Source: an optimization exercise on an open RTL-to-GDS flow (aim: small area, a short achievable clock period and few clock cycles). Production flows keep margins and buffers that such runs may drop.
No run shown here included a check of the RTL's function; only the layout flow was run.
Power figures rest on the tool's default switching activity, not on a simulated workload.

<file path="design/flow/design.v">
`timescale 1ns/1ps
module cpuCore (
  input  logic        CLK,
  input  logic        RST,
  input  logic        en,
  input  logic        start,
  output logic [7:0]  instAddr,
  input  logic [15:0] inst,
  output logic [7:0]  dataAddr,
  output logic        dataWe,
  output logic [15:0] dataOut,
  input  logic [15:0] dataIn,
  output logic        running
);
  localparam logic [4:0] OP_HALT = 5'b00001, OP_LOAD = 5'b00010, OP_STORE = 5'b00011,
    OP_ADD = 5'b10000, OP_ADDI = 5'b10001, OP_SUB = 5'b10011, OP_SUBI = 5'b10100,
    OP_INC = 5'b10110, OP_LDIL = 5'b10111, OP_LDIH = 5'b11000, OP_XOR = 5'b11001,
    OP_AND = 5'b11010, OP_OR = 5'b11011;
  logic        runQ, haltedQ, resumed;
  logic [7:0]  pc;
  logic [15:0] regs [8];
  logic [7:0]  valid;   
  logic [15:0] opA, opB;
  logic [2:0]  eDest;
  logic [3:0]  eOff;
  logic        eWrites, eHalt, eStore, eInvB, eCin, eSra;
  logic        eSelSum, eLogDiff, eLogBoth, eSelShl, eSelShr, eSelLoad;
  logic [15:0] logicOut;
  logic [15:0] sum, shIn, shl, shr, res;
  logic [4:0]  fOp;
  logic [7:0]  fImm;
  logic [15:0] rA, rB, vA, nB, immValA, immValB;
  logic [7:0]  eWriting, usable, matchA, matchB;
  logic        fwdA, fwdB, immA, immB, bUsesD, fWrites;
  assign instAddr = pc;
  assign fOp  = inst[15:11];
  assign fImm = inst[7:0];
  assign bUsesD = (fOp == OP_STORE) || (fOp == OP_ADDI) || (fOp == OP_SUBI);
  assign immA   = (fOp == OP_ADDI) || (fOp == OP_SUBI) || (fOp == OP_LDIL) || (fOp == OP_LDIH);
  always_comb begin
    case (fOp)
      OP_ADDI: immValA = {8'h00, fImm};
      OP_SUBI: immValA = {8'hFF, ~fImm};
      default: immValA = 16'h0000;
    endcase
  end
  always_comb begin
    case (fOp)
      OP_LDIL: begin immB = 1'b1; immValB = {8'h00, fImm}; end
      OP_LDIH: begin immB = 1'b1; immValB = {fImm, 8'h00}; end
      OP_INC:  begin immB = 1'b1; immValB = 16'd1; end
      default: begin immB = 1'b0; immValB = 16'd0; end
    endcase
  end
  always_comb begin
    for (int i = 0; i < 8; i++) begin
      eWriting[i] = runQ && eWrites && eDest == 3'(i);
      usable[i]   = valid[i] && !eWriting[i];
      matchA[i]   = inst[6:4] == 3'(i);
      matchB[i]   = bUsesD ? inst[10:8] == 3'(i) : inst[2:0] == 3'(i);
    end
  end
  assign fwdA = |(matchA & eWriting) && !immA;
  assign fwdB = |(matchB & eWriting) && !immB;
  always_comb begin
    rA = '0;
    rB = '0;
    for (int i = 0; i < 8; i++) begin
      rA = rA | ({16{matchA[i] && usable[i] && !immA}} & regs[i]);
      rB = rB | ({16{matchB[i] && usable[i] && !immB}} & regs[i]);
    end
  end
  assign vA = rA | ({16{immA}} & immValA) | ({16{fwdA}} & res);
  assign nB = rB | immValB | ({16{fwdB}} & res);
  assign fWrites = (fOp == OP_LOAD) || (fOp[4] && fOp != 5'b10010 && fOp != 5'b10101);
  always_ff @(posedge CLK) begin
    opA      <= vA;
    opB      <= nB;
    eDest    <= inst[10:8];
    eOff     <= inst[3:0];
    eWrites  <= fWrites;
    eHalt    <= (fOp == OP_HALT);
    eStore   <= (fOp == OP_STORE);
    eInvB    <= (fOp == OP_SUB);
    eCin     <= (fOp == OP_SUB) || (fOp == OP_SUBI);
    eSra     <= fOp[0] && fOp[4:1] == 4'b1111;
    eSelSum  <= (fOp == OP_ADD) || (fOp == OP_ADDI) || (fOp == OP_SUB) ||
                (fOp == OP_SUBI) || (fOp == OP_INC) || (fOp == OP_LDIL) || (fOp == OP_LDIH);
    eLogDiff <= (fOp == OP_XOR) || (fOp == OP_OR);
    eLogBoth <= (fOp == OP_AND) || (fOp == OP_OR);
    eSelShl  <= (fOp[4:1] == 4'b1110);
    eSelShr  <= (fOp[4:1] == 4'b1111);
    eSelLoad <= (fOp == OP_LOAD);
  end
  assign sum = opA + (opB ^ {16{eInvB}}) + {15'd0, eCin};
  always_comb begin
    for (int i = 0; i < 16; i++) begin
      shIn[i] = eSelShl ? opA[15-i] : opA[i];
    end
    shr = 16'($signed({eSra & opA[15], shIn}) >>> opB[3:0]);
    for (int i = 0; i < 16; i++) begin
      shl[i] = shr[15-i];
    end
  end
  assign logicOut = ((opA ^ opB) & {16{eLogDiff}}) | ((opA & opB) & {16{eLogBoth}});
  assign res = ({16{eSelSum}}  & sum) |
               logicOut |
               ({16{eSelShl}}  & shl) |
               ({16{eSelShr}}  & shr) |
               ({16{eSelLoad}} & dataIn);
  always_ff @(posedge CLK) begin
    if (runQ && eWrites) begin
      regs[eDest] <= res;
    end
  end
  always_ff @(posedge CLK or posedge RST) begin
    if (RST) begin
      valid <= '0;
    end else if (runQ && eWrites) begin
      valid[eDest] <= 1'b1;
    end
  end
  assign dataAddr = opA[7:0] + {4'h0, eOff};
  assign dataOut  = opB;
  assign dataWe   = runQ && eStore;
  assign running = runQ && !(eHalt && !resumed);
  always_ff @(posedge CLK or posedge RST) begin
    if (RST) begin
      runQ    <= 1'b0;
      haltedQ <= 1'b0;
      resumed <= 1'b0;
      pc      <= '0;
    end else begin
      resumed <= 1'b0;
      if (runQ) begin
        if (eHalt) begin
          runQ    <= 1'b0;
          haltedQ <= 1'b1;
        end else if (!en) begin
          runQ <= 1'b0;   
        end else begin
          pc <= pc + 8'd1;
        end
      end else if (en && start && !haltedQ) begin
        runQ    <= 1'b1;
        resumed <= 1'b1;
        pc      <= pc + 8'd1;
      end
    end
  end
endmodule
</file>
<file path="design/flow/flow/run.sh">
#!/bin/bash
# Standard layout, with the port buffers made of sky130_fd_sc_hd__buf_1
# instead of the delay buffer buffer_ports picks by default.
set -euo pipefail
export BUFFER_PORTS_ARGS="-buffer_cell sky130_fd_sc_hd__buf_1"
bash standard.sh > standard.log 2>&1
</file>
<file path="design/flow/standard.sh">
#!/bin/bash
# synth_recipe.tcl (not shown) runs the flow's synth.tcl, then flattens the netlist and writes it again
# the make line also repeats each setting of config.mk as NAME=value (left out here)
make -C /OpenROAD-flow-scripts/flow DESIGN_CONFIG=/design/flow/config.mk WORK_HOME=/design/flow/orfs CLKGATE_MAP_FILE= SYNTH_SCRIPT=/design/flow/synth_recipe.tcl "${@:-finish}"
</file>
<file path="design/flow/config.mk">
export PLATFORM = sky130hd
export DESIGN_NAME = cpuCore
export DESIGN_NICKNAME = cpuCore
export VERILOG_FILES = /design/flow/design.v
export SDC_FILE = /design/flow/constraint.sdc
export NUM_CORES = 4
export LEC_CHECK = 0
export CAP_MARGIN = 20
export CORE_AREA = 5.06 5.44 215.41 214.88
export CTS_BUF_LIST = sky130_fd_sc_hd__clkbuf_4 sky130_fd_sc_hd__clkbuf_8
export DIE_AREA = 0 0 220.41 220.32
export SETUP_SLACK_MARGIN = 2.0
export SLEW_MARGIN = 20
export TNS_END_PERCENT = 5
</file>
<file path="design/flow/constraint.sdc">
create_clock -name core_clock -period 5.0 [get_ports {CLK}]
set_input_delay 1.0000 -clock core_clock [delete_from_list [all_inputs] [get_ports {CLK}]]
set_output_delay 1.0000 -clock core_clock [all_outputs]
set_load 0.01 [all_outputs]
</file>
==> impl_metrics.json, run 1 <==
{
  "cts_tree": "built",
  "ir_worst_vdd_mv": 0.1327,
  "critPathMaxStageDelay_ns": 0.41,
  "tightest_slew_ns": 1.036,
  "grt_util_all_layers_pct": 15.48,
  "drive_above_1_share_pct": 16.03,
  "r2r_cells": 12,
  "seqPwrFrac_pct": 46.0,
  "antenna_found_initial": 1,
  "slew_headroom_pct": 30.66,
  "crit_slowest_cell": "dfxtp_4",
  "drt_iter0_markers": 1530,
  "path_class": "flip-flop to flip-flop",
  "place_area_um2": 12150,
  "yosysSeqAreaShare_pct": 48.04,
  "reg2reg_to": "regs[0][10]",
  "critPathLaunch": "eInvB",
  "holdCritPathClass": "flip-flop to flip-flop",
  "placedCellCount": 1616,
  "finClkSkew_ns": 0.01795,
  "vias_per_cell": 5.598,
  "mappedNetlistNets": 1059,
  "p_int_w": 0.002993,
  "tns_ns": 0,
  "p_leak_nw": 4.825,
  "crit_end": "regs[0][10]",
  "drtAntennaViolNets": 0,
  "hold_violations": 0,
  "cts_inserted_buffers": 17,
  "syn_area_um2": 11120,
  "path_buf_inv": 2,
  "clockRootBuffer": "clkbuf_8",
  "ys_ff_latch": 198,
  "switching_share_pct": 35.55,
  "ys_warn_count": 1,
  "die_w_um": 220.4,
  "p_switching_w": 0.001650,
  "vias": 9320,
  "whs_ns": 0.4620,
  "crit_family": "compound AO/OA/AOI/OAI gates",
  "crit_required_ns": 5.25,
  "clkPwrFrac_pct": 22.7,
  "synthArstFlopShare_pct": 9.596,
  "wl_mm": 38.72,
  "endpoint_kind": "flip-flop",
  "outcome": "timing/DRC/antenna clean",
  "arrival_ns": 3.50,
  "num_rows": 77,
  "clk_latency_ns": 0.49,
  "start_util_pct": 25.25,
  "synthCells": 979,
  "die_h_um": 220.3,
  "place_congestion": 0.9718,
  "grt_pass1_vias": 9103,
  "grt_max_degree": 20,
  "drc_errors": 0,
  "grt_pass1_wl_mm": 56.77,
  "met2_usage_pct": 25.28,
  "path_clk_slew_ns": 0.10,
  "start_kind": "flip-flop",
  "maxCapViolations": 0,
  "worstPathCellList": "xnor2_2 -> fa_2 -> inv_2 -> fa_2 -> a211oi_2 -> o21bai_1 -> a21oi_2 -> or4b_4 -> o21ai_2 -> a222oi_1 -> nand3_2 -> buf_4",
  "finalNonFillerCells": 1665,
  "antenna_cells": 0,
  "wl_per_cell_um": 23.25,
  "crit_top_cell": "fa_2",
  "syn_to_final_growth_pct": 15.39,
  "layout.nets": 1140,
  "maxSlewViolCount": 0,
  "path_max_fanout": 5,
  "p_comb_share_pct": 31.3,
  "die_area_um2": 48560,
  "postCtsHoldBufs": 0,
  "crit_cells": 12,
  "met3_usage_pct": 2.887,
  "rsz0062_at_grt": "yes",
  "fmax_mhz": 307.7,
  "fin_crit_sh_pct": 64.99,
  "crit-reg2reg-launch": "eInvB",
  "core_um2": 44030,
  "io_pins": 70,
  "synth-main-ff-cell": "edfxtp_1",
  "p_per_area_nw_per_um2": 362.0,
  "finalSetupViolCount": 0,
  "cts_buffer_depth": 2,
  "drt-pass1-iter-count": 6,
  "grt_most_used_layer": "met2",
  "min_period_ns": 3.250,
  "final_area_um2": 12830,
  "synth_edf_count": 128,
  "htreeDepth": 4,
  "io_buffer_count": 69,
  "overflow": 0,
  "numClockSinks": 198,
  "synth_cell_types": 75,
  "avgSynthCellArea_um2": 11.36,
  "grt.met1_usage_pct": 19.73,
  "r2r_slack_ns": 1.75,
  "hpwl_mm": 26.54
}
-- cell families (layout without fill, tap and decap cells) --
group                    count (synthesis)  after routing  share of synthesized area, %
AO/OA/AOI/OAI                          306            306                         20.71
XOR/XNOR                                43             43                         3.388
adder cells (fa/ha/maj)                 44             44                         5.155
buffers and inverters                   87            181                         4.356
flip-flops                             198            198                         48.04
multiplexers                            50             50                         6.719
AND/OR/NAND/NOR                        251            251                         11.64
-- sequential cells by signal, indices dropped and copies added, names as in the netlist --
signal,cells
regs,128
opA,16
opB,16
pc,8
valid,8
eOff,4
eDest,3
eCin,1
eHalt,1
eInvB,1
eLogBoth,1
eLogDiff,1
eSelLoad,1
eSelShl,1
eSelShr,1
eSelSum,1
eSra,1
eStore,1
eWrites,1
haltedQ,1
resumed,1
runQ,1
-- cell usage in the layout (no fill, tap or decap), drive strengths merged, types with 19 or more instances in the layout --
cell type,n
edfxtp,128
buf,121
nand2,85
a22oi,83
dfxtp,51
nor2,49
a222oi,46
ha,41
o21ai,41
a21oi,36
inv,32
nand3,28
a21o,24
xor2,23
mux2i,21
xnor2,20
clkbuf,20
a211o,19
dfrtp,19
-- worst min-delay path by stage --
stage	endpoint	depth (start not counted)	slack, ns	startpoint
floorplan	valid[1]	1	0.42	valid[1]
global placement	valid[5]	1	0.44	valid[5]
global route	valid[1]	1	0.49	valid[1]
finish	valid[1]	1	0.46	valid[1]
detailed placement	valid[3]	1	0.44	valid[3]
CTS	valid[1]	1	0.46	valid[1]
-- power groups by stage --
stage	Clock (W)	Combinational (W)	Sequential [W]
4_1_cts	0.00107	0.00140	0.00213
6_report	0.00106	0.00145	0.00214
2_1_floorplan	0	0.000933	0.00209
3_5_place_dp	0	0.00133	0.00218
3_3_place_gp	0	0.00132	0.00218
5_1_grt	0.00114	0.00157	0.00215
-- through the flow --
stage / total power (W) / util [%] / setup slack, ns
finish: 0.004643 / 29.13 / 1.750
CTS: 0.004603 / 28.94 / 1.701
global placement: 0.003495 / 27.59 / 0.9650
global route: 0.004851 / 29.13 / 1.618
detailed placement: 0.003514 / 27.59 / 0.8397
floorplan: 0.003022 / - / 1.883
-- cell type report --
| class | instances | area, µm² |
|---|---|---|
| Inverter | 28 | 105.1 |
| Tap cell | 592 | 740.7 |
| Timing Repair Buffer | 121 | 668.1 |
| Clock buffer | 20 | 269.0 |
| Multi-Input combinational cell | 694 | 5543 |
| Clock inverter | 12 | 140.1 |
| Sequential cell | 198 | 5361 |
| Fill cell | 4503 | 31200 |
-- Yosys cell counts (all sizes together) (21+ instances only) --
cell type | instances | area (µm²)
nand3 | 28 | 140.1
clkbuf | 35 | 241.5
nor2 | 49 | 183.9
buf | 24 | 137.6
mux2i | 21 | 210.2
a21o | 24 | 181.4
a222oi | 46 | 460.4
a21oi | 36 | 180.2
ha | 41 | 513.0
inv | 26 | 97.59
a22oi | 83 | 623.1
edfxtp | 128 | 3844
nand2 | 85 | 319.1
dfxtp | 51 | 1021
xor2 | 23 | 201.4
o21ai | 41 | 205.2
-- routing by layer --
layer	part of all wire, %	vias to the layer above
met3	9.5	128
met2	47	606
li1	-	4036
met5	0.034	-
met4	5.0	2
met1	39	4548
-- what timing repair did --
item	CTS	global route
setup endpoints to repair	167	148
endpoints found under the hold margin	0	0
cloned	0	0
resized for setup	32	13
pin swaps	14	13
setup buffers	11	6
-- worst reg2reg max path, delay by kind of cell (launching register included) --
kind / cells / cell delay (ns)
compound gates: 5 / 1.05
fa+ha+maj: 2 / 0.70
xor+xnor: 1 / 0.12
buf+inv: 2 / 0.28
flops: 1 / 0.41
simple gates: 2 / 0.46
==> run 2, diff against run 1 <==
--- a/design/flow/config.mk
+++ b/design/flow/config.mk
@@ -11,4 +11,4 @@
 export DIE_AREA = 0 0 220.41 220.32
 export SETUP_SLACK_MARGIN = 2.0
 export SLEW_MARGIN = 20
-export TNS_END_PERCENT = 5
+export TNS_END_PERCENT = 10
==> run 2 against run 1 <==
Net effect: still clean on timing, DRC and antenna; synthesized cell count unchanged; critical path depth up 2; non-clock buffer count grew 9; setup slack improved by 0.073 ns; clock skew increased by 0.0027 ns; largest power group unchanged; highest routed layer unchanged.
==> impl_metrics.json, run 2 <==
{
  "largest_reg_flops": 128,
  "crit-reg2reg-launch": "opA[0]",
  "path_clk_slew_ns": 0.10,
  "numClockSinks": 198,
  "die_h_um": 220.3,
  "io_pins": 70,
  "hold_path_depth": 1,
  "core_um2": 44030,
  "wl_mm": 38.80,
  "mappedNetlistNets": 1059,
  "postCtsHoldBufs": 0,
  "finClkSkew_ns": 0.02060,
  "synthCells": 979,
  "critPathMaxStageDelay_ns": 0.40,
  "crit_top_cell": "fa_2",
  "finalSetupViolCount": 0,
  "die_w_um": 220.4,
  "p_leak_nw": 4.907,
  "grt_max_degree": 20,
  "htreeDepth": 4,
  "yosysSeqAreaShare_pct": 48.04,
  "cts_tree": "built",
  "place_ws_ns": 0.8684,
  "drive_above_1_share_pct": 18.47,
  "clockRootBuffer": "clkbuf_8",
  "hpwl_mm": 26.61,
  "cts_inserted_buffers": 17,
  "ir_worst_vdd_mv": 0.1648,
  "crit_slowest_cell": "a222oi_1",
  "ys_warn_count": 1,
  "outcome": "timing/DRC/antenna clean",
  "holdPathEnd": "resumed",
  "layout_commonest_cell": "edfxtp_1",
  "clk_latency_ns": 0.50,
  "whs_ns": 0.4485,
  "reg2reg_to": "regs[3][10]",
  "largest_registers": "regs: 128 flops, opA: 16 flops, opB: 16 flops",
  "yosys.cell_count.top_type": "edfxtp_1",
  "avgSynthCellArea_um2": 11.36,
  "drc_errors": 0,
  "synth-main-ff-cell": "edfxtp_1",
  "fin_ws_ns": 1.824,
  "netlist_top_cells_count": "edfxtp_1 (128), nand2_1 (85), a22oi_1 (83)",
  "antenna_found_initial": 1,
  "vias": 9349,
  "layout.nets": 1150,
  "worstPathCellList": "buf_4 -> inv_1 -> fa_2 -> inv_2 -> fa_2 -> a211oi_2 -> o21bai_1 -> a21oi_2 -> or4b_4 -> o21ai_2 -> a222oi_1 -> nand3_2 -> buf_12 -> buf_16",
  "syn_area_um2": 11120,
  "p_per_area_nw_per_um2": 353.2,
  "drt_iter0_markers": 1416,
  "fin_crit_sh_pct": 63.52,
  "io_buffer_count": 69,
  "tns_ns": 0,
  "ys_ff_latch": 198,
  "start_kind": "flip-flop",
  "maxSlewViolCount": 0,
  "num_rows": 77,
  "clkPwrFrac_pct": 21.2,
  "r2r_cells": 14,
  "path_max_fanout": 5,
  "final_cell_mix": "edfxtp_1 (128), nand2_1 (85), a22oi_1 (83), buf_1 (62), buf_4 (50)",
  "fmax_mhz": 314.8,
  "synth_area_leaders": "edfxtp_1 (35%), dfxtp_1 (9.2%), a22oi_1 (5.6%), ha_1 (4.6%), dfrtp_1 (4.3%)",
  "grt_util_all_layers_pct": 15.77,
  "arrival_ns": 3.44,
  "synth_cell_types": 75,
  "r2r_slack_ns": 1.82,
  "cts_buffer_depth": 2,
  "place_congestion": 0.9339,
  "hold_violations": 0,
  "vias_per_cell": 5.581,
  "drt-pass1-iter-count": 10,
  "syn_to_final_growth_pct": 17.31,
  "maxCapViolations": 0,
  "yosysTopAreaCell": "edfxtp_1",
  "grt_pass1_vias": 9194,
  "start_util_pct": 25.25,
  "tightest_slew_ns": 1.089,
  "p_switching_w": 0.001694,
  "regMostFlops": "regs",
  "drtAntennaViolNets": 0,
  "grt_pass1_wl_mm": 57.95,
  "synthArstFlopShare_pct": 9.596,
  "finalCoreUtilization_pct": 29.62,
  "slew_headroom_pct": 27.17,
  "switching_share_pct": 36.77,
  "hold_start": "haltedQ",
  "rsz0062_at_grt": "yes",
  "overflow": 0,
  "die_area_um2": 48560,
  "min_period_ns": 3.176,
  "p_int_w": 0.002913,
  "antenna_cells": 0,
  "p_comb_share_pct": 32.3,
  "wl_per_cell_um": 23.17,
  "post-synth-top-area-fraction_pct": 34.58,
  "path_class": "flip-flop to flip-flop",
  "crit_required_ns": 5.26,
  "holdCritPathClass": "flip-flop to flip-flop",
  "endpoint_kind": "flip-flop",
  "synth_edf_count": 128,
  "seqPwrFrac_pct": 46.4
}
==> run 2: changes by cell type in the layout (fill, tap and decap cells not counted), sizes merged <==
cell | before | now
bufinv | 2 | 0
clkinvlp | 3 | 0
nor2 | 49 | 50
clkinv | 3 | 10
buf | 121 | 127
inv | 32 | 33
==> run 2: cell families after synthesis <==
logic type | share of synthesized area, %
AO/OA/AOI/OAI | 20.71
XOR/XNOR | 3.388
adder cells (fa/ha/maj) | 5.155
multiplexers | 6.719
buffers and inverters | 4.356
flip-flops | 48.04
AND/OR/NAND/NOR | 11.64
==> run 2: critical path: cells and delay by family (launching register included) <==
family                   cells  cell delay [ns]
AND/OR/NAND/NOR              2             0.35
flip-flops                   1             0.37
adder cells (fa/ha/maj)      2             0.63
buffers and inverters        5             0.58
AO/OA/AOI/OAI                5             1.00
==> run 2: layer usage <==
metal / wire length (µm) / track usage, % / vias up
met2: 18440 / 26.25 / 593
li1: - / - / 4065
met1: 14940 / 19.83 / 4569
met4: 1747 / 6.782 / 2
met5: 13 / 0 / -
met3: 3664 / 3.407 / 120
==> run 2: timing repair <==
item                                    4_1_cts  5_1_grt
cloned                                        1        1
buffers inserted                             19        5
endpoints found under the setup margin      166       85
pin swaps                                    14       11
gates resized for setup                      51       20
==> run 2: how the worst max path moves through the flow <==
stage                     startpoint     endpoint  slack (ns)
after floorplan             inst[13]      opB[14]        1.88
after global placement      inst[11]      opB[14]        0.82
after detailed placement    inst[11]       opB[9]        0.87
after CTS                     opA[0]  dataAddr[6]        1.81
after global routing          opA[0]  regs[6][10]        1.74
final                         opA[0]  regs[3][10]        1.82
==> run 2: layout make-up <==
| class | count | area [µm²] |
|---|---|---|
| sequential | 198 | 5365 |
| clock buffer | 17 | 234.0 |
| inverter | 28 | 106.4 |
| fill | 4499 | 30990 |
| clock inverter | 15 | 141.4 |
| multi-input combinational | 695 | 5627 |
| tap | 592 | 740.7 |
| timing repair buffer | 130 | 827.0 |
==> run 2: stage by stage <==
step                power, W  cells  cell area [µm²]
floorplan           0.003022    979            11230
global placement    0.003489   1616            12150
detailed placement  0.003504   1617            12160
CTS                 0.004576   1669            12900
global route        0.004825   1675            13040
finish              0.004607   1675            13040
==> run 2: power by group through the flow <==
stage	logic, W	registers, W	clock network (W)
global route	0.00162	0.00215	0.00106
floorplan	0.000933	0.00209	0
CTS	0.00145	0.00213	0.000998
detailed placement	0.00132	0.00218	0
global placement	0.00131	0.00218	0
finish	0.00149	0.00214	0.000978
==> run 3, diff against run 2 <==
--- a/design/flow/config.mk
+++ b/design/flow/config.mk
@@ -11,4 +11,4 @@
 export DIE_AREA = 0 0 220.41 220.32
 export SETUP_SLACK_MARGIN = 2.0
 export SLEW_MARGIN = 20
-export TNS_END_PERCENT = 10
+export TNS_END_PERCENT = 30
==> run 3 against run 2 <==
Net effect: area after synthesis unchanged; core utilization about the same; register-to-register slack improved by 0.03 ns; clock-buffer cell count unchanged; synthesized cell count unchanged; critical endpoint unchanged.
==> impl_metrics.json, run 3 <==
{
  "finalSetupViolCount": 0,
  "arrival_ns": 3.37,
  "synth_cell_types": 75,
  "path_class": "flip-flop to flip-flop",
  "fmax_mhz": 317.6,
  "antenna_found_initial": 1,
  "largest_registers": "regs: 128 flops, opA: 16 flops, opB: 16 flops",
  "place_congestion": 0.9463,
  "die_h_um": 220.3,
  "ir_worst_vdd_mv": 0.1470,
  "syn_area_um2": 11120,
  "drtAntennaViolNets": 0,
  "syn_to_final_growth_pct": 17.21,
  "hold_path_depth": 1,
  "htreeDepth": 4,
  "clk_latency_ns": 0.46,
  "num_rows": 77,
  "drt_iter0_markers": 1710,
  "maxCapViolations": 0,
  "slew_headroom_pct": 29.07,
  "netlist_top_cells_count": "edfxtp_1 (128), nand2_1 (85), a22oi_1 (83)",
  "regMostFlops": "regs",
  "outcome": "timing/DRC/antenna clean",
  "place_ws_ns": 0.9099,
  "yosysTopAreaCell": "edfxtp_1",
  "holdCritPathClass": "flip-flop to flip-flop",
  "final_cell_mix": "edfxtp_1 (128), nand2_1 (85), a22oi_1 (83), buf_1 (62), buf_4 (57)",
  "synthCells": 979,
  "ys_warn_count": 1,
  "path_max_fanout": 5,
  "wl_mm": 38.72,
  "holdPathEnd": "resumed",
  "io_buffer_count": 69,
  "ys_ff_latch": 198,
  "endpoint_kind": "flip-flop",
  "r2r_slack_ns": 1.85,
  "finClkSkew_ns": 0.01573,
  "post-synth-top-area-fraction_pct": 34.58,
  "grt_max_degree": 21,
  "grt_util_all_layers_pct": 15.59,
  "io_pins": 70,
  "synth_area_leaders": "edfxtp_1 (35%), dfxtp_1 (9.2%), a22oi_1 (5.6%), ha_1 (4.6%), dfrtp_1 (4.3%)",
  "hold_violations": 0,
  "fin_crit_sh_pct": 62.97,
  "reg2reg_to": "regs[3][10]",
  "synth-main-ff-cell": "edfxtp_1",
  "fin_ws_ns": 1.852,
  "core_um2": 44030,
  "hpwl_mm": 26.34,
  "layout_commonest_cell": "edfxtp_1",
  "numClockSinks": 198,
  "synthArstFlopShare_pct": 9.596,
  "crit_required_ns": 5.22,
  "crit-reg2reg-launch": "opB[0]",
  "tns_ns": 0,
  "drt-pass1-iter-count": 6,
  "antenna_cells": 0,
  "grt_pass1_wl_mm": 57.64,
  "synth_edf_count": 128,
  "layout.nets": 1155,
  "drc_errors": 0,
  "tightest_slew_ns": 1.060,
  "hold_start": "haltedQ",
  "yosysSeqAreaShare_pct": 48.04,
  "min_period_ns": 3.148,
  "fin_total_pwr_w": 0.004643,
  "clockRootBuffer": "clkbuf_8",
  "postCtsHoldBufs": 0,
  "rsz0062_at_grt": "yes",
  "grt_pass1_vias": 9304,
  "p_per_area_nw_per_um2": 356.4,
  "drive_above_1_share_pct": 18.66,
  "start_util_pct": 25.25,
  "cts_buffer_depth": 2,
  "mappedNetlistNets": 1059,
  "die_w_um": 220.4,
  "start_kind": "flip-flop",
  "vias": 9427,
  "maxSlewViolCount": 0,
  "path_clk_slew_ns": 0.10,
  "largest_reg_flops": 128,
  "avgSynthCellArea_um2": 11.36,
  "r2r_cells": 12,
  "p_leak_nw": 4.915,
  "vias_per_cell": 5.611,
  "die_area_um2": 48560,
  "yosys.cell_count.top_type": "edfxtp_1",
  "wl_per_cell_um": 23.05,
  "cts_tree": "built",
  "cts_inserted_buffers": 17,
  "overflow": 0
}
==> run 3: cell counts after synthesis <==
No cell type changed its count.
==> run 3: final cells by class <==
| class | instances | area (µm²) |
|---|---|---|
| Timing Repair Buffer | 135 | 823.3 |
| Clock buffer | 17 | 234.0 |
| Fill cell | 4539 | 31000 |
| Clock inverter | 15 | 153.9 |
| Sequential cell | 198 | 5364 |
| Multi-Input combinational cell | 695 | 5608 |
| Inverter | 28 | 106.4 |
| Tap cell | 592 | 740.7 |
==> run 3: worst max path at each step <==
stage / from / to / slack (ns) / cells after the start
after global placement: inst[11] / opB[9] / 1.02 / 10
after global routing: eInvB / opB[10] / 1.67 / 12
final: opB[0] / regs[3][10] / 1.85 / 12
after CTS: eInvB / opB[10] / 1.82 / 11
after detailed placement: inst[11] / opB[9] / 0.91 / 10
after floorplan: inst[13] / opB[14] / 1.88 / 11
==> run 3: critical path: stages (launching register included) <==
cell and delay (ns):
dfxtp_4 0.37, xnor2_2 0.17, fa_2 0.32, inv_2 0.06, fa_2 0.37, a211oi_2 0.21, o21bai_1 0.12, a21oi_2 0.24
or4b_4 0.17, o21ai_2 0.05, a222oi_1 0.36, nand3_2 0.27, buf_6 0.21
==> run 3: logic make-up (layout without fill, tap and decap cells) <==
logic type,Yosys count,in the layout,synth area share [%]
compound gates,306,306,20.71
xor+xnor,43,43,3.388
fa+ha+maj,44,44,5.155
buf+inv,87,195,4.356
flops,198,198,48.04
mux,50,50,6.719
simple gates,251,252,11.64
==> run 3: layer usage <==
metal | wire (µm) | GRT usage (%) | share of wire, %
met5 | 13 | 0 | 0.034
met4 | 1787 | 6.823 | 4.6
met1 | 14830 | 19.96 | 38
met2 | 18270 | 25.86 | 47
met3 | 3827 | 2.805 | 9.9
==> run 3: through the flow <==
step           hold slack (ns)  cells  utilization (%)  cell area (µm²)
6_report                0.4497   1680            29.59            13030
5_1_grt                 0.4952   1680            29.59            13030
4_1_cts                 0.4510   1677            29.52            13000
3_5_place_dp            0.4375   1618            27.67            12180
3_3_place_gp            0.4383   1618            27.67            12180
2_1_floorplan           0.4216    979                -            11270
==> run 3: power breakdown <==
group          switching, W  internal [W]  total (W)
logic              0.000890      0.000627    0.00152
clock network      0.000621      0.000376   0.000997
registers          0.000197       0.00193    0.00213
total               0.00171       0.00294    0.00464
==> run 3: repair_timing <==
item / CTS / global route
setup buffers: 26 / 3
setup endpoints to repair: 167 / 88
hold endpoints to repair: 0 / 0
gates resized for setup: 54 / 3
cloned: 1 / 0
pin swaps: 31 / 8
==> run 4, diff against run 3 <==
--- a/design/flow/config.mk
+++ b/design/flow/config.mk
@@ -11,4 +11,4 @@
 export DIE_AREA = 0 0 220.41 220.32
 export SETUP_SLACK_MARGIN = 2.0
 export SLEW_MARGIN = 20
-export TNS_END_PERCENT = 30
+export TNS_END_PERCENT = 20
==> run 4 against run 3 <==
Net effect: still clean on timing, DRC and antenna; worst hold slack about the same; area after synthesis unchanged; power down 0.32%; critical endpoint unchanged.
==> impl_metrics.json, run 4 <==
{
  "outcome": "timing/DRC/antenna clean",
  "yosysSeqAreaShare_pct": 48.04,
  "arrival_ns": 3.38,
  "critPathMaxStageDelay_ns": 0.37,
  "synth_fa_ha_area_share_pct": 5.155,
  "finalSetupViolCount": 0,
  "p_int_w": 0.002925,
  "layout.nets": 1153,
  "wl_per_cell_um": 23.12,
  "synth_cell_types": 75,
  "seqPwrFrac_pct": 46.1,
  "path_clk_slew_ns": 0.10,
  "crit-reg2reg-launch": "opB[0]",
  "grt_pass1_vias": 9293,
  "die_area_um2": 48560,
  "drive_above_1_share_pct": 18.42,
  "tightest_slew_ns": 1.054,
  "clockRootBuffer": "clkbuf_8",
  "antenna_found_initial": 1,
  "whs_ns": 0.4496,
  "overflow": 0,
  "worstPathCellList": "xnor2_2 -> fa_2 -> inv_2 -> fa_2 -> a211oi_2 -> o21bai_1 -> a21oi_2 -> or4b_4 -> o21ai_2 -> a222oi_1 -> nand3_2 -> buf_6",
  "reg2reg_to": "regs[3][10]",
  "synthMuxAreaShare_pct": 6.719,
  "r2r_cells": 12,
  "place_congestion": 0.9463,
  "final_cell_mix": "edfxtp_1 (128), nand2_1 (85), a22oi_1 (83), buf_1 (62), buf_4 (56)",
  "rsz0062_at_grt": "yes",
  "r2r_slack_ns": 1.84,
  "finClkSkew_ns": 0.01569,
  "crit_slowest_cell": "dfxtp_4",
  "io_pins": 70,
  "drt_iter0_markers": 1627,
  "hpwl_mm": 26.34,
  "regMostFlops": "regs",
  "io_buffer_count": 69,
  "path_buf_inv": 2,
  "slew_headroom_pct": 29.51,
  "crit_family": "compound AO/OA/AOI/OAI gates",
  "clkPwrFrac_pct": 21.5,
  "final_area_um2": 13000,
  "synth_top_family_by_area": "compound AO/OA/AOI/OAI gates",
  "syn_to_final_growth_pct": 16.90,
  "synth-main-ff-cell": "edfxtp_1",
  "maxSlewViolCount": 0,
  "path_class": "flip-flop to flip-flop",
  "synth_area_leaders": "edfxtp_1 (35%), dfxtp_1 (9.2%), a22oi_1 (5.6%), ha_1 (4.6%), dfrtp_1 (4.3%)",
  "yosys.area_share.simple_pct": 11.64,
  "crit_required_ns": 5.22,
  "fin_crit_sh_pct": 63.25,
  "hold_violations": 0,
  "tns_ns": 0,
  "largest_registers": "regs: 128 flops, opA: 16 flops, opB: 16 flops",
  "antenna_cells": 0,
  "switching_share_pct": 36.80,
  "clk_latency_ns": 0.46,
  "yosysTopAreaCell": "edfxtp_1",
  "endpoint_kind": "flip-flop",
  "crit_cells": 12,
  "grt_pass1_wl_mm": 57.59,
  "die_h_um": 220.3,
  "holdCritPathClass": "flip-flop to flip-flop",
  "grt_max_degree": 21,
  "synthCells": 979,
  "wl_mm": 38.79,
  "synth-xor-area-share_pct": 3.388,
  "drtAntennaViolNets": 0,
  "netlist_top_cells_count": "edfxtp_1 (128), nand2_1 (85), a22oi_1 (83)",
  "yosys.cell_count.top_type": "edfxtp_1",
  "start_kind": "flip-flop",
  "post-synth-top-area-fraction_pct": 34.58,
  "synthArstFlopShare_pct": 9.596,
  "synth-compound-area-share_pct": 20.71,
  "critPathLaunch": "opB[0]",
  "syn_area_um2": 11120,
  "ir_worst_vdd_mv": 0.1472,
  "num_rows": 77,
  "crit_end": "regs[3][10]",
  "mappedNetlistNets": 1059,
  "crit_top_cell": "fa_2",
  "p_per_area_nw_per_um2": 356.1,
  "avgSynthCellArea_um2": 11.36,
  "min_period_ns": 3.163,
  "place_area_um2": 12180,
  "fmax_mhz": 316.2,
  "cts_tree": "built",
  "path_max_fanout": 5,
  "hold_path_depth": 1,
  "synth_edf_count": 128,
  "drc_errors": 0,
  "vias": 9420,
  "largest_reg_flops": 128,
  "drt-pass1-iter-count": 9,
  "start_util_pct": 25.25,
  "cts_buffer_depth": 2,
  "layout_commonest_cell": "edfxtp_1",
  "grt_util_all_layers_pct": 15.58,
  "p_leak_nw": 4.902,
  "die_w_um": 220.4,
  "cts_inserted_buffers": 17,
  "htreeDepth": 4,
  "vias_per_cell": 5.614,
  "p_comb_share_pct": 32.4,
  "maxCapViolations": 0,
  "core_um2": 44030,
  "numClockSinks": 198,
  "ys_ff_latch": 198,
  "ys_warn_count": 1,
  "p_switching_w": 0.001703
}
## run 4: worst min-delay path by stage
stage               endpoint  startpoint  slack [ns]
floorplan           valid[1]    valid[1]        0.42
global placement    valid[5]    valid[5]        0.44
detailed placement   resumed     haltedQ        0.44
CTS                  resumed     haltedQ        0.45
global route         resumed     haltedQ        0.50
finish               resumed     haltedQ        0.45
## run 4: area by class of cell
| class | count | area (µm²) |
|---|---|---|
| fill | 4543 | 31030 |
| tap | 592 | 740.7 |
| clock inverter | 15 | 153.9 |
| clock buffer | 17 | 234.0 |
| inverter | 28 | 106.4 |
| multi-input combinational | 695 | 5593 |
| sequential | 198 | 5364 |
| timing repair buffer | 133 | 804.5 |
## run 4: cell families after synthesis
kind of cell / count (synthesis)
AOI/OAI and AO/OA: 306
xor gates and xnor gates: 43
buffers and inverters: 87
and+or+nand+nor: 251
muxes: 50
DFF: 198
adders and majority gates: 44
## run 4: repair_timing
item / in CTS / in global routing
cloned: 1 / 0
endpoints found under the setup margin: 167 / 96
buffers inserted: 25 / 2
hold buffers: 0 / 0
resized for setup: 53 / 1
pin swaps: 31 / 7
## run 4: per-layer routing
layer / GRT usage, % / vias up / routed length [µm]
met5: 0 / - / 13
met2: 25.82 / 588 / 18270
met1: 19.96 / 4616 / 15320
met3: 2.805 / 133 / 3436
met4: 6.823 / 2 / 1755
li1: - / 4081 / -
## run 4: power groups by stage
stage	clock network [W]	logic (W)	registers [W]
floorplan	0	0.000940	0.00209
CTS	0.00102	0.00147	0.00212
finish	0.000995	0.00150	0.00213
global route	0.00109	0.00163	0.00214
global placement	0	0.00133	0.00217
detailed placement	0	0.00134	0.00218
## run 4: through the flow
| step | power [W] | utilization [%] | worst slack, ns | instances |
|---|---|---|---|---|
| global route | 0.004856 | 29.52 | 1.654 | 1678 |
| detailed placement | 0.003514 | 27.67 | 0.9099 | 1618 |
| CTS | 0.004610 | 29.48 | 1.808 | 1676 |
| floorplan | 0.003029 | - | 1.883 | 979 |
| finish | 0.004628 | 29.52 | 1.837 | 1678 |
| global placement | 0.003500 | 27.67 | 1.016 | 1618 |
## run 4: worst reg2reg max path, cell delays in order, from the launching register on
cell and delay [ns]:
dfxtp_4 0.37, xnor2_2 0.17, fa_2 0.32, inv_2 0.06, fa_2 0.37, a211oi_2 0.21
o21bai_1 0.12, a21oi_2 0.25, or4b_4 0.18, o21ai_2 0.05, a222oi_1 0.36, nand3_2 0.27
buf_6 0.21
==> run 5, diff against run 4 <==
--- a/design/flow/config.mk
+++ b/design/flow/config.mk
@@ -5,6 +5,7 @@
 export SDC_FILE = /design/flow/constraint.sdc
 export NUM_CORES = 4
 export LEC_CHECK = 0
+export ABC_CLOCK_PERIOD_IN_PS = 3500
 export CAP_MARGIN = 20
 export CORE_AREA = 5.06 5.44 215.41 214.88
 export CTS_BUF_LIST = sky130_fd_sc_hd__clkbuf_4 sky130_fd_sc_hd__clkbuf_8
==> run 5 against run 4 <==
Net effect: still clean on timing, DRC and antenna; clock power barely moved; critical path depth did not move; global-route usage did not move; combinational power barely moved; non-clock buffer count did not move; critical endpoint unchanged; largest power group unchanged.
==> impl_metrics.json, run 5 <==
{
  "drtAntennaViolNets": 0,
  "htreeDepth": 4,
  "start_kind": "flip-flop",
  "synthArstFlopShare_pct": 9.596,
  "cts_buffer_depth": 2,
  "rsz0062_at_grt": "yes",
  "clk_latency_ns": 0.46,
  "num_rows": 77,
  "wl_per_cell_um": 23.12,
  "hpwl_mm": 26.34,
  "crit_required_ns": 5.22,
  "p_comb_share_pct": 32.4,
  "yosys.cell_count.top_type": "edfxtp_1",
  "crit_slowest_cell": "dfxtp_4",
  "syn_to_final_growth_pct": 16.90,
  "p_leak_nw": 4.902,
  "wl_mm": 38.79,
  "crit_top_cell": "fa_2",
  "finalCoreUtilization_pct": 29.52,
  "grt_max_degree": 21,
  "switching_share_pct": 36.80,
  "whs_ns": 0.4496,
  "hold_violations": 0,
  "vias": 9420,
  "ys_warn_count": 1,
  "layout_commonest_cell": "edfxtp_1",
  "yosysSeqAreaShare_pct": 48.04,
  "grt_pass1_wl_mm": 57.59,
  "synth_edf_count": 128,
  "post-synth-top-area-fraction_pct": 34.58,
  "grt_pass1_vias": 9293,
  "synth_cell_types": 75,
  "outcome": "timing/DRC/antenna clean",
  "p_int_w": 0.002925,
  "cts_tree": "built",
  "tns_ns": 0,
  "die_area_um2": 48560,
  "synth-main-ff-cell": "edfxtp_1",
  "ys_ff_latch": 198,
  "regMostFlops": "regs",
  "drc_errors": 0,
  "endpoint_kind": "flip-flop",
  "antenna_cells": 0,
  "drive_above_1_share_pct": 18.42,
  "avgSynthCellArea_um2": 11.36,
  "finalSetupViolCount": 0,
  "holdCritPathClass": "flip-flop to flip-flop",
  "seqPwrFrac_pct": 46.1,
  "fillers": 4543,
  "path_max_fanout": 5,
  "p_per_area_nw_per_um2": 356.1,
  "start_util_pct": 25.25,
  "clkPwrFrac_pct": 21.5,
  "finClkSkew_ns": 0.01569,
  "core_um2": 44030,
  "path_class": "flip-flop to flip-flop",
  "grt_util_all_layers_pct": 15.58,
  "path_clk_slew_ns": 0.10,
  "vias_per_cell": 5.614,
  "ir_worst_vdd_mv": 0.1472,
  "fmax_mhz": 316.2,
  "postCtsHoldBufs": 0,
  "synthCells": 979,
  "die_h_um": 220.3,
  "cts_inserted_buffers": 17,
  "overflow": 0,
  "io_pins": 70,
  "die_w_um": 220.4,
  "layout.nets": 1153,
  "numClockSinks": 198,
  "tightest_slew_ns": 1.054,
  "io_buffer_count": 69,
  "syn_area_um2": 11120,
  "p_switching_w": 0.001703,
  "netlist_top_cells_count": "edfxtp_1 (128), nand2_1 (85), a22oi_1 (83)",
  "synth_area_leaders": "edfxtp_1 (35%), dfxtp_1 (9.2%), a22oi_1 (5.6%), ha_1 (4.6%), dfrtp_1 (4.3%)",
  "maxCapViolations": 0,
  "place_congestion": 0.9463,
  "worstPathCellList": "xnor2_2 -> fa_2 -> inv_2 -> fa_2 -> a211oi_2 -> o21bai_1 -> a21oi_2 -> or4b_4 -> o21ai_2 -> a222oi_1 -> nand3_2 -> buf_6",
  "min_period_ns": 3.163,
  "drt-pass1-iter-count": 9,
  "maxSlewViolCount": 0,
  "clockRootBuffer": "clkbuf_8",
  "slew_headroom_pct": 29.51,
  "drt_iter0_markers": 1627,
  "fin_crit_sh_pct": 63.25,
  "critPathMaxStageDelay_ns": 0.37,
  "mappedNetlistNets": 1059,
  "yosysTopAreaCell": "edfxtp_1",
  "largest_registers": "regs: 128 flops, opA: 16 flops, opB: 16 flops",
  "arrival_ns": 3.38,
  "antenna_found_initial": 1,
  "final_cell_mix": "edfxtp_1 (128), nand2_1 (85), a22oi_1 (83), buf_1 (62), buf_4 (56)",
  "largest_reg_flops": 128
}
## run 5: what timing repair did
item                       4_1_cts  5_1_grt
gates cloned                     1        0
gates resized for setup         53        1
setup endpoints to repair      167       96
buffers inserted                25        2
pin swaps                       31        7
hold endpoints to repair         0        0
## run 5: cells by family after synthesis
group / synth area share (%)
buf+inv: 4.356
compound gates: 20.71
mux: 6.719
simple gates: 11.64
xor+xnor: 3.388
flops: 48.04
fa+ha+maj: 5.155
## run 5: critical path: cells and delay by family, from the launching register on
family / cells / cell delay (ns)
flops: 1 / 0.37
buf+inv: 2 / 0.27
fa+ha+maj: 2 / 0.69
xor+xnor: 1 / 0.17
compound gates: 5 / 0.99
simple gates: 2 / 0.44
## run 5: stage by stage
stage                     power, W  cell area, µm²  setup slack (ns)  instances
after global routing      0.004856           13000             1.654       1678
after floorplan           0.003029           11270             1.883        979
after CTS                 0.004610           12980             1.808       1676
after detailed placement  0.003514           12180            0.9099       1618
after global placement    0.003500           12180             1.016       1618
final                     0.004628           13000             1.837       1678
## run 5: final cells by class
type                    count  area (µm²)  share of cell area, %
inverters                  28       106.4                 0.8183
clock inverters            15       153.9                  1.184
repair buffers            133       804.5                  6.190
well taps                 592       740.7                  5.699
multi-input cells         695        5593                  43.03
clock buffers              17       234.0                  1.800
flip-flops and latches    198        5364                  41.27
## run 5: final timing paths
path / startpoint / endpoint / slack [ns] / depth (start not counted)
min in group asynchronous: RST / pc[5] / 0.60 / 2
min: haltedQ / resumed / 0.45 / 1
min reg2reg: haltedQ / resumed / 0.45 / 1
max reg2reg: opB[0] / regs[3][10] / 1.84 / 12
max: opB[0] / regs[3][10] / 1.84 / 12
max in group asynchronous: RST / resumed / 3.96 / 2
## run 5: power groups by stage
stage | registers, W | clock network, W | logic, W
finish | 0.00213 | 0.000995 | 0.00150
global route | 0.00214 | 0.00109 | 0.00163
CTS | 0.00212 | 0.00102 | 0.00147
detailed placement | 0.00218 | 0 | 0.00134
global placement | 0.00217 | 0 | 0.00133
floorplan | 0.00209 | 0 | 0.000940
## run 5: metal layers
| metal | GRT usage (%) | up-vias | wire (µm) |
|---|---|---|---|
| met5 | 0 | - | 13 |
| met4 | 6.823 | 2 | 1755 |
| met3 | 2.805 | 133 | 3436 |
| met2 | 25.82 | 588 | 18270 |
| met1 | 19.96 | 4616 | 15320 |
| li1 | - | 4081 | - |
==> run 6, diff against run 5 <==
==> design/flow/config.mk (replaced) <==
export PLATFORM = sky130hd
export DESIGN_NAME = cpuCore
export DESIGN_NICKNAME = cpuCore
export VERILOG_FILES = /design/flow/design.v
export SDC_FILE = /design/flow/constraint.sdc
export NUM_CORES = 4
export LEC_CHECK = 0
export CAP_MARGIN = 20
export CORE_AREA = 5.06 5.44 215.41 214.88
export CTS_BUF_LIST = sky130_fd_sc_hd__clkbuf_4 sky130_fd_sc_hd__clkbuf_8
export DIE_AREA = 0 0 220.41 220.32
export SETUP_SLACK_MARGIN = 2.1
export SLEW_MARGIN = 20
export TNS_END_PERCENT = 20
==> run 6 against run 5 <==
Net effect: clock power grew 6%; clock skew grew 0.0026 ns; fmax down 1.0%; highest routed layer unchanged; worst hold slack gained 0.0037 ns; largest cell class unchanged; register-to-register slack lost 0.03 ns; critical path depth stayed put; final cell count is 0.42% higher; area after synthesis unchanged; die area unchanged; still clean on timing, DRC and antenna; non-clock buffer count up 7.
==> impl_metrics.json, run 6 <==
{
  "outcome": "timing/DRC/antenna clean",
  "synthCells": 979,
  "holdCritPathClass": "flip-flop to flip-flop",
  "syn_area_um2": 11120,
  "hold_violations": 0,
  "avgSynthCellArea_um2": 11.36,
  "netlist_top_cells_count": "edfxtp_1 (128), nand2_1 (85), a22oi_1 (83)",
  "post-synth-top-area-fraction_pct": 34.58,
  "synth_edf_count": 128,
  "synth-xor-area-share_pct": 3.388,
  "grt_max_degree": 20,
  "ys_warn_count": 1,
  "place_congestion": 0.9537,
  "syn_to_final_growth_pct": 19.10,
  "layout.nets": 1160,
  "ir_worst_vdd_mv": 0.1816,
  "clk_latency_ns": 0.49,
  "vias_per_cell": 5.653,
  "antenna_found_initial": 2,
  "postCtsHoldBufs": 0,
  "finalSetupViolCount": 0,
  "final_cell_mix": "edfxtp_1 (128), nand2_1 (85), a22oi_1 (83), buf_1 (60), buf_4 (57)",
  "switching_share_pct": 35.91,
  "fillers": 4495,
  "tightest_slew_ns": 1.112,
  "crit_required_ns": 5.24,
  "yosys.cell_count.top_type": "edfxtp_1",
  "min_period_ns": 3.196,
  "yosysSeqAreaShare_pct": 48.04,
  "maxSlewViolCount": 0,
  "cts_buffer_depth": 2,
  "vias": 9525,
  "p_per_area_nw_per_um2": 357.2,
  "grt_pass1_vias": 9381,
  "die_w_um": 220.4,
  "wl_per_cell_um": 23.15,
  "yosys.area_share.simple_pct": 11.64,
  "cts_inserted_buffers": 17,
  "drt_iter0_markers": 2018,
  "antenna_cells": 0,
  "path_class": "flip-flop to flip-flop",
  "drc_errors": 0,
  "layout_commonest_cell": "edfxtp_1",
  "whs_ns": 0.4534,
  "p_int_w": 0.003031,
  "path_clk_slew_ns": 0.10,
  "start_kind": "flip-flop",
  "synth-main-ff-cell": "edfxtp_1",
  "mappedNetlistNets": 1059,
  "regMostFlops": "regs",
  "synth_cell_types": 75,
  "die_area_um2": 48560,
  "fmax_mhz": 312.9,
  "synth_fa_ha_area_share_pct": 5.155,
  "numClockSinks": 198,
  "start_util_pct": 25.25,
  "endpoint_kind": "flip-flop",
  "core_um2": 44030,
  "maxCapViolations": 0,
  "synth-compound-area-share_pct": 20.71,
  "io_pins": 70,
  "tns_ns": 0,
  "slew_headroom_pct": 25.60,
  "wl_mm": 39.01,
  "overflow": 0,
  "grt_pass1_wl_mm": 58.70,
  "path_max_fanout": 7,
  "arrival_ns": 3.44,
  "largest_registers": "regs: 128 flops, opA: 16 flops, opB: 16 flops",
  "synth_area_leaders": "edfxtp_1 (35%), dfxtp_1 (9.2%), a22oi_1 (5.6%), ha_1 (4.6%), dfrtp_1 (4.3%)",
  "grt_util_all_layers_pct": 15.89,
  "num_rows": 77,
  "ys_ff_latch": 198,
  "seq_area_um2": 5365,
  "hpwl_mm": 26.92,
  "cts_tree": "built",
  "p_switching_w": 0.001698,
  "fin_crit_sh_pct": 63.92,
  "p_comb_share_pct": 32.8,
  "die_h_um": 220.3,
  "p_leak_nw": 5.007,
  "clockRootBuffer": "clkbuf_8",
  "clkPwrFrac_pct": 22.1,
  "multi_input_area_um2": 5719,
  "yosysTopAreaCell": "edfxtp_1",
  "synth_top_family_by_area": "compound AO/OA/AOI/OAI gates",
  "finClkSkew_ns": 0.01828,
  "io_buffer_count": 69,
  "seqPwrFrac_pct": 45.1,
  "drtAntennaViolNets": 0,
  "drive_above_1_share_pct": 20.04,
  "synthArstFlopShare_pct": 9.596,
  "drt-pass1-iter-count": 10,
  "rsz0062_at_grt": "yes",
  "htreeDepth": 4,
  "synthMuxAreaShare_pct": 6.719,
  "largest_reg_flops": 128
}
[run 6: repair_timing]
| item | 4_1_cts | 5_1_grt |
|---|---|---|
| gates resized for setup | 66 | 19 |
| setup buffers | 32 | 5 |
| cloned | 1 | 0 |
| endpoints found under the hold margin | 0 | 0 |
| setup endpoints to repair | 167 | 149 |
| pin swaps | 27 | 11 |
[run 6: metrics by stage]
stage,total power (W),worst slack [ns],utilization [%],cell area [µm²],cells
4_1_cts,0.004682,1.680,29.87,13150,1680
3_3_place_gp,0.003499,0.6891,27.75,12220,1615
5_1_grt,0.004951,1.714,30.07,13240,1685
6_report,0.004729,1.804,30.07,13240,1685
3_5_place_dp,0.003523,0.5398,27.75,12220,1615
2_1_floorplan,0.003042,1.883,-,11340,979
[run 6: area by class of cell]
| type | count | area share (%) |
|---|---|---|
| multi-input cells | 695 | 43.20 |
| clock inverters | 15 | 1.247 |
| repair buffers | 140 | 6.870 |
| inverters | 28 | 0.8033 |
| clock buffers | 17 | 1.767 |
| well taps | 592 | 5.594 |
| flip-flops and latches | 198 | 40.52 |
[run 6: kinds of logic (layout without fill, tap and decap cells)]
logic type / Yosys count / after routing
AOI/OAI and AO/OA: 306 / 306
muxes: 50 / 50
buffers and inverters: 87 / 200
xor gates and xnor gates: 43 / 43
and+or+nand+nor: 251 / 252
DFF: 198 / 198
adders and majority gates: 44 / 44
[run 6: layer usage]
metal	GRT usage, %	vias to the layer above	wire (µm)
li1	-	4077	-
met1	19.90	4680	15020
met2	26.74	656	18900
met3	3.338	110	3685
met4	6.553	2	1395
met5	0	-	13
[run 6: power by group through the flow]
stage / Clock, W / Combinational [W] / Sequential, W
final: 0.00105 / 0.00155 / 0.00213
after global routing: 0.00113 / 0.00167 / 0.00215
after CTS: 0.00107 / 0.00149 / 0.00212
after detailed placement: 0 / 0.00135 / 0.00217
after global placement: 0 / 0.00133 / 0.00217
after floorplan: 0 / 0.000953 / 0.00209
[run 6: path summary, 6_finish.rpt]
kind                          endpoint  slack (ns)    start  cells after the start
max                        regs[2][12]        1.80    eInvB                     12
min                            resumed        0.45  haltedQ                      1
max reg2reg                regs[2][12]        1.80    eInvB                     12
min reg2reg                    resumed        0.45  haltedQ                      1
max in group asynchronous     valid[6]        3.93      RST                      2
min in group asynchronous        pc[6]        0.60      RST                      2
[run 6: worst max-delay path, stage by stage, from the launching register on]
cell and delay (ns):
dfxtp_4 0.37, xnor2_2 0.16, fa_2 0.29, inv_2 0.05
fa_2 0.41, a211oi_4 0.24, o21bai_2 0.12, a21oi_2 0.21
buf_4 0.16, o21ai_2 0.07, a41o_1 0.26, a221o_2 0.44
buf_12 0.17
==> run 7, diff against run 6 <==
--- a/design/flow/config.mk
+++ b/design/flow/config.mk
@@ -9,6 +9,7 @@
 export CORE_AREA = 5.06 5.44 215.41 214.88
 export CTS_BUF_LIST = sky130_fd_sc_hd__clkbuf_4 sky130_fd_sc_hd__clkbuf_8
 export DIE_AREA = 0 0 220.41 220.32
-export SETUP_SLACK_MARGIN = 2.1
+export PLACE_DENSITY = 0.65
+export SETUP_SLACK_MARGIN = 2.0
 export SLEW_MARGIN = 20
 export TNS_END_PERCENT = 20
==> run 7 against run 6 <==
Net effect: clock power barely moved; fmax decreased by 7.0%; critical path type unchanged; highest routed layer unchanged; still clean; first-iteration DRC count down 19%; via count rose by 0.77%; worst hold slack better by 0.0060 ns.
==> impl_metrics.json, run 7 <==
{
  "holdPathEnd": "valid[5]",
  "place_congestion": 0.9988,
  "antenna_found_initial": 1,
  "avgSynthCellArea_um2": 11.36,
  "r2r_cells": 12,
  "overflow": 0,
  "start_util_pct": 25.25,
  "layout_commonest_cell": "edfxtp_1",
  "endpoint_kind": "flip-flop",
  "grt_max_degree": 24,
  "r2r_slack_ns": 1.56,
  "cts_buffer_depth": 2,
  "drt-pass1-iter-count": 6,
  "numClockSinks": 198,
  "hpwl_mm": 26.24,
  "vias_per_cell": 5.693,
  "htreeDepth": 4,
  "finalNonFillerCells": 1686,
  "synth_cell_types": 75,
  "path_class": "flip-flop to flip-flop",
  "largest_registers": "regs: 128 flops, opA: 16 flops, opB: 16 flops",
  "grt_util_all_layers_pct": 15.63,
  "path_max_fanout": 5,
  "io_pins": 70,
  "core_um2": 44030,
  "wl_mm": 39.62,
  "die_w_um": 220.4,
  "grt_pass1_vias": 9304,
  "holdCritPathClass": "flip-flop to flip-flop",
  "cts_tree": "built",
  "synth_area_leaders": "edfxtp_1 (35%), dfxtp_1 (9.2%), a22oi_1 (5.6%), ha_1 (4.6%), dfrtp_1 (4.3%)",
  "io_buffer_count": 69,
  "mappedNetlistNets": 1059,
  "hold_violations": 0,
  "vias": 9598,
  "maxSlewViolCount": 0,
  "yosys.cell_count.top_type": "edfxtp_1",
  "hold_start": "valid[5]",
  "final_cell_mix": "edfxtp_1 (128), nand2_1 (85), a22oi_1 (83), buf_1 (60), buf_4 (60)",
  "p_leak_nw": 4.992,
  "slew_headroom_pct": 30.41,
  "die_area_um2": 48560,
  "min_period_ns": 3.437,
  "num_rows": 77,
  "drtAntennaViolNets": 0,
  "reg2reg_to": "opA[10]",
  "tns_ns": 0,
  "syn_area_um2": 11120,
  "grt_pass1_wl_mm": 57.62,
  "synthArstFlopShare_pct": 9.596,
  "yosysTopAreaCell": "edfxtp_1",
  "arrival_ns": 3.82,
  "final_area_um2": 13160,
  "fin_crit_sh_pct": 68.74,
  "crit_required_ns": 5.38,
  "synth_edf_count": 128,
  "antenna_cells": 0,
  "ys_ff_latch": 198,
  "ir_worst_vdd_mv": 0.2024,
  "layout.nets": 1161,
  "yosysSeqAreaShare_pct": 48.04,
  "placedCellCount": 1616,
  "syn_to_final_growth_pct": 18.37,
  "wl_per_cell_um": 23.50,
  "netlist_top_cells_count": "edfxtp_1 (128), nand2_1 (85), a22oi_1 (83)",
  "hold_path_depth": 1,
  "fin_ws_ns": 1.563,
  "place_area_um2": 12160,
  "die_h_um": 220.3,
  "finClkSkew_ns": 0.01869,
  "largest_reg_flops": 128,
  "synthCells": 979,
  "path_clk_slew_ns": 0.10,
  "crit-reg2reg-launch": "eInvB",
  "cts_inserted_buffers": 17,
  "drive_above_1_share_pct": 19.74,
  "finalSetupViolCount": 0,
  "fmax_mhz": 290.9,
  "clk_latency_ns": 0.49,
  "outcome": "timing/DRC/antenna clean",
  "synth-main-ff-cell": "edfxtp_1",
  "clockRootBuffer": "clkbuf_8",
  "p_per_area_nw_per_um2": 357.6,
  "ys_warn_count": 1,
  "place_ws_ns": 1.100,
  "tightest_slew_ns": 1.043,
  "start_kind": "flip-flop",
  "drc_errors": 0,
  "drt_iter0_markers": 1630,
  "maxCapViolations": 0,
  "post-synth-top-area-fraction_pct": 34.58,
  "rsz0062_at_grt": "yes",
  "regMostFlops": "regs"
}
run 7: cell counts after synthesis:
No cell type changed its count.
run 7: cells by family after synthesis:
logic type      after synthesis  synth area share, %
simple gates                251                11.64
mux                          50                6.719
flops                       198                48.04
compound gates              306                20.71
fa+ha+maj                    44                5.155
xor+xnor                     43                3.388
buf+inv                      87                4.356
run 7: critical path, cell delays in order, from the launching register on:
cell	delay (ns)
dfxtp_4	0.39
xnor2_2	0.17
fa_2	0.24
inv_2	0.04
fa_2	0.37
a211oi_2	0.23
o21bai_1	0.12
a21oi_2	0.24
or4b_4	0.17
o21ai_2	0.05
a222oi_1	0.66
nand3_2	0.29
a211o_1	0.35
run 7: worst max-delay path by stage:
stage                   from  endpoint  slack [ns]  cells after the start
global route           eInvB   opA[10]        1.51                     12
floorplan           inst[13]   opB[14]        1.88                     11
CTS                    eInvB   opB[10]        1.71                     12
global placement    inst[12]   opB[14]        1.14                     11
finish                 eInvB   opA[10]        1.56                     12
detailed placement  inst[12]   opB[15]        1.10                     11
run 7: repair_timing:
item,CTS,global route
gates resized for setup,42,40
buffers inserted,19,16
endpoints found under the hold margin,0,0
pin swaps,18,17
gates cloned,0,3
hold buffers,0,0
endpoints found under the setup margin,142,149
run 7: power by group:
group          leakage (nW)  switching (W)  internal, W
sequential             1.84       0.000206      0.00193
clock                 0.203       0.000556     0.000476
combinational          2.95       0.000909     0.000625
total                  4.99        0.00167      0.00304
run 7: final cells by class:
cell class | instances | area (µm²)
Tap cell | 592 | 740.7
Multi-Input combinational cell | 695 | 5639
Sequential cell | 198 | 5363
Fill cell | 4482 | 30870
Clock inverter | 10 | 121.4
Inverter | 28 | 111.4
Timing Repair Buffer | 141 | 912.1
Clock buffer | 22 | 271.5
run 7: metrics by stage:
step                hold slack (ns)  total power (W)  util [%]
global placement             0.4409         0.003494     27.63
finish                       0.4594         0.004706     29.89
floorplan                    0.4216         0.003029         -
global route                 0.5031         0.004916     29.89
CTS                          0.4624         0.004588     29.14
detailed placement           0.4388         0.003510     27.63
run 7: metal layers:
metal  global-route usage [%]  share of wire [%]  up-vias
met5                        0              0.040        -
met1                    19.74                 38     4676
met4                    7.988                5.4        2
li1                         -                  -     4084
met3                    3.544                 11      163
met2                    25.14                 46      673
==> run 8, diff against run 7 <==
--- a/design/flow/design.v
+++ b/design/flow/design.v
@@ -48,7 +48,7 @@
     case (fOp)
       OP_LDIL: begin immB = 1'b1; immValB = {8'h00, fImm}; end
       OP_LDIH: begin immB = 1'b1; immValB = {fImm, 8'h00}; end
-      OP_INC:  begin immB = 1'b1; immValB = 16'd1; end
+      OP_INC:  begin immB = 1'b1; immValB = 16'd0; end   
       default: begin immB = 1'b0; immValB = 16'd0; end
     endcase
   end
@@ -82,7 +82,7 @@
     eHalt    <= (fOp == OP_HALT);
     eStore   <= (fOp == OP_STORE);
     eInvB    <= (fOp == OP_SUB);
-    eCin     <= (fOp == OP_SUB) || (fOp == OP_SUBI);
+    eCin     <= (fOp == OP_SUB) || (fOp == OP_SUBI) || (fOp == OP_INC);
     eSra     <= fOp[0] && fOp[4:1] == 4'b1111;
     eSelSum  <= (fOp == OP_ADD) || (fOp == OP_ADDI) || (fOp == OP_SUB) ||
                 (fOp == OP_SUBI) || (fOp == OP_INC) || (fOp == OP_LDIL) || (fOp == OP_LDIH);
--- a/design/flow/config.mk
+++ b/design/flow/config.mk
@@ -9,7 +9,6 @@
 export CORE_AREA = 5.06 5.44 215.41 214.88
 export CTS_BUF_LIST = sky130_fd_sc_hd__clkbuf_4 sky130_fd_sc_hd__clkbuf_8
 export DIE_AREA = 0 0 220.41 220.32
-export PLACE_DENSITY = 0.65
 export SETUP_SLACK_MARGIN = 2.0
 export SLEW_MARGIN = 20
-export TNS_END_PERCENT = 20
+export TNS_END_PERCENT = 10
==> run 8 against run 7 <==
Net effect: critical path depth decreased by 3; setup slack improved by 0.24 ns; register-to-register slack improved by 0.26 ns; sequential share of layout area decreased by 0.098 points; via count decreased by 1.5%; synthesized cell count decreased by 0.41%; worst hold slack improved by 0.0084 ns; area after synthesis increased by 1.5%; first-iteration DRC count decreased by 18%; clock skew increased by 0.00068 ns; power increased by 3.0%; critical path type is now primary input to flip-flop; largest power group unchanged.
==> impl_metrics.json, run 8 <==
{
  "clkPwrFrac_pct": 22.4,
  "cts_tree": "built",
  "antenna_cells": 0,
  "maxCapViolations": 0,
  "finalNonFillerCells": 1664,
  "start_kind": "primary input",
  "fin_crit_sh_pct": 64.02,
  "slew_headroom_pct": 20.49,
  "vias": 9457,
  "synthCells": 975,
  "mappedNetlistNets": 1056,
  "ys_warn_count": 1,
  "grt_pass1_vias": 9428,
  "switching_share_pct": 37.89,
  "overflow": 0,
  "layout.nets": 1140,
  "place_congestion": 0.9364,
  "die_area_um2": 48560,
  "drt-pass1-iter-count": 8,
  "postCtsHoldBufs": 0,
  "finClkSkew_ns": 0.01937,
  "drtAntennaViolNets": 0,
  "clk_latency_ns": 0.49,
  "p_int_w": 0.003011,
  "antenna_found_initial": 0,
  "yosys.cell_count.top_type": "edfxtp_1",
  "layout_commonest_cell": "edfxtp_1",
  "placedCellCount": 1607,
  "ir_worst_vdd_mv": 0.1362,
  "r2r_slack_ns": 1.82,
  "yosysSeqAreaShare_pct": 47.33,
  "rsz0062_at_grt": "yes",
  "fillers": 4484,
  "htreeDepth": 4,
  "wl_per_cell_um": 23.84,
  "p_comb_share_pct": 32.8,
  "synth-main-ff-cell": "edfxtp_1",
  "post-synth-top-area-fraction_pct": 34.07,
  "synth_cell_types": 84,
  "largest_registers": "regs: 128 flops, opA: 16 flops, opB: 16 flops",
  "io_pins": 70,
  "yosysTopAreaCell": "edfxtp_1",
  "hold_violations": 0,
  "synth_area_leaders": "edfxtp_1 (34%), dfxtp_1 (9.0%), ha_1 (4.7%), dfrtp_1 (4.2%), a222oi_1 (3.6%)",
  "finalSetupViolCount": 0,
  "fmax_mhz": 312.4,
  "syn_area_um2": 11280,
  "ys_ff_latch": 198,
  "endpoint_kind": "flip-flop",
  "finalCoreUtilization_pct": 29.94,
  "clockRootBuffer": "clkbuf_8",
  "grt_util_all_layers_pct": 15.91,
  "maxSlewViolCount": 0,
  "crit_required_ns": 5.31,
  "p_leak_nw": 4.796,
  "die_h_um": 220.3,
  "cts_buffer_depth": 2,
  "p_switching_w": 0.001837,
  "arrival_ns": 3.51,
  "synthArstFlopShare_pct": 9.596,
  "tightest_slew_ns": 1.188,
  "io_buffer_count": 69,
  "syn_to_final_growth_pct": 16.83,
  "final_cell_mix": "edfxtp_1 (128), buf_1 (61), nand2_1 (54), buf_4 (48), dfxtp_1 (44)",
  "netlist_top_cells_count": "edfxtp_1 (128), nand2_1 (54), dfxtp_1 (51)",
  "tns_ns": 0,
  "grt_max_degree": 23,
  "outcome": "timing/DRC/antenna clean",
  "start_util_pct": 25.62,
  "p_per_area_nw_per_um2": 367.7,
  "numClockSinks": 198,
  "crit_slowest_cell": "clkdlybuf4s15_1",
  "drt_iter0_markers": 1336,
  "num_rows": 77,
  "path_clk_slew_ns": 0.12,
  "path_max_fanout": 13,
  "core_um2": 44030,
  "synth_edf_count": 128,
  "regMostFlops": "regs",
  "hpwl_mm": 26.83,
  "die_w_um": 220.4,
  "largest_reg_flops": 128,
  "seqPwrFrac_pct": 44.9,
  "path_class": "primary input to flip-flop",
  "min_period_ns": 3.201,
  "drive_above_1_share_pct": 19.40,
  "drc_errors": 0,
  "avgSynthCellArea_um2": 11.57,
  "critPathMaxStageDelay_ns": 0.65,
  "vias_per_cell": 5.683,
  "holdCritPathClass": "flip-flop to flip-flop",
  "wl_mm": 39.68,
  "cts_inserted_buffers": 17,
  "fin_total_pwr_w": 0.004847,
  "worstPathCellList": "clkdlybuf4s15_1 -> inv_1 -> nand3_1 -> o21ai_0 -> a22oi_1 -> nor2_1 -> o21ai_1 -> buf_4 -> o2111ai_1",
  "grt_pass1_wl_mm": 58.57
}
-- run 8: cell count changes after synthesis, sizes merged, moves of 17 or more --
cell,previous run,this run
a211o,19,2
o21ai,41,23
a221oi,5,40
a22oi,83,37
o2111ai,5,27
nand2,85,54
inv,26,43
a22o,1,30
-- run 8: timing repair --
item | 4_1_cts | 5_1_grt
gates resized for setup | 34 | 21
buffers inserted | 21 | 4
pin swaps | 11 | 11
setup endpoints to repair | 166 | 140
-- run 8: routing by layer --
metal	up-vias	part of all wire (%)	global-route usage (%)	wire [µm]
met5	-	0	0	0
met4	0	3.5	6.470	1383
met3	98	10	3.940	3978
met2	607	48	26.62	19170
met1	4630	38	19.71	15150
li1	4122	-	-	-
-- run 8: kinds of logic (layout without fill, tap and decap cells) --
logic type	count (synthesis)	in the layout	share of synthesized area [%]
compound gates	316	316	23.17
xor+xnor	44	44	3.416
fa+ha+maj	45	45	5.190
buf+inv	104	201	3.859
flops	198	198	47.33
mux	49	49	6.210
simple gates	219	219	10.82
-- run 8: cell type report --
cell class                      instances  area (µm²)  area share, %
Multi-Input combinational cell        673        5715          43.36
Sequential cell                       198        5359          40.65
Timing Repair Buffer                  126       765.7          5.809
Tap cell                              592       740.7          5.619
Clock buffer                           17       234.0          1.775
Clock inverter                         15       197.7          1.500
Inverter                               43       168.9          1.281
-- run 8: path summary, 6_finish.rpt --
check                         from  endpoint  cells past startpoint
setup / recovery           inst[4]    opA[9]                      9
hold / removal             haltedQ   resumed                      1
setup reg to reg             eInvB   opA[12]                     14
hold reg to reg            haltedQ   resumed                      1
max in group asynchronous      RST  valid[2]                      2
min in group asynchronous      RST      runQ                      2
-- run 8: through the flow --
stage	worst slack, ns	hold WS [ns]	cell area [µm²]
final	1.799	0.4678	13180
after global routing	1.704	0.4943	13180
after CTS	1.828	0.4671	13070
after detailed placement	0.9729	0.4428	12320
after global placement	1.072	0.4461	12320
after floorplan	1.616	0.4216	11330
-- run 8: critical path: cells and delay by family --
family / cells / cell delay, ns
buffers and inverters: 3 / 1.33
AOI/OAI and AO/OA: 4 / 0.95
and+or+nand+nor: 2 / 0.21
-- run 8: power groups by stage --
stage	clock, W	sequential (W)	combinational [W]
finish	0.00108	0.00217	0.00159
global route	0.00117	0.00219	0.00172
CTS	0.00110	0.00217	0.00154
detailed placement	0	0.00222	0.00143
global placement	0	0.00222	0.00141
floorplan	0	0.00212	0.00103

Re-timed with assumed drivers on the ports (clkbuf_16 on the clock, buf_2 on other inputs), run 8 has 1.815 ns of setup slack against 1.799 ns with ideal ports, and 1.294 ns once port delays also move by the mid clock arrival of 0.524 ns.
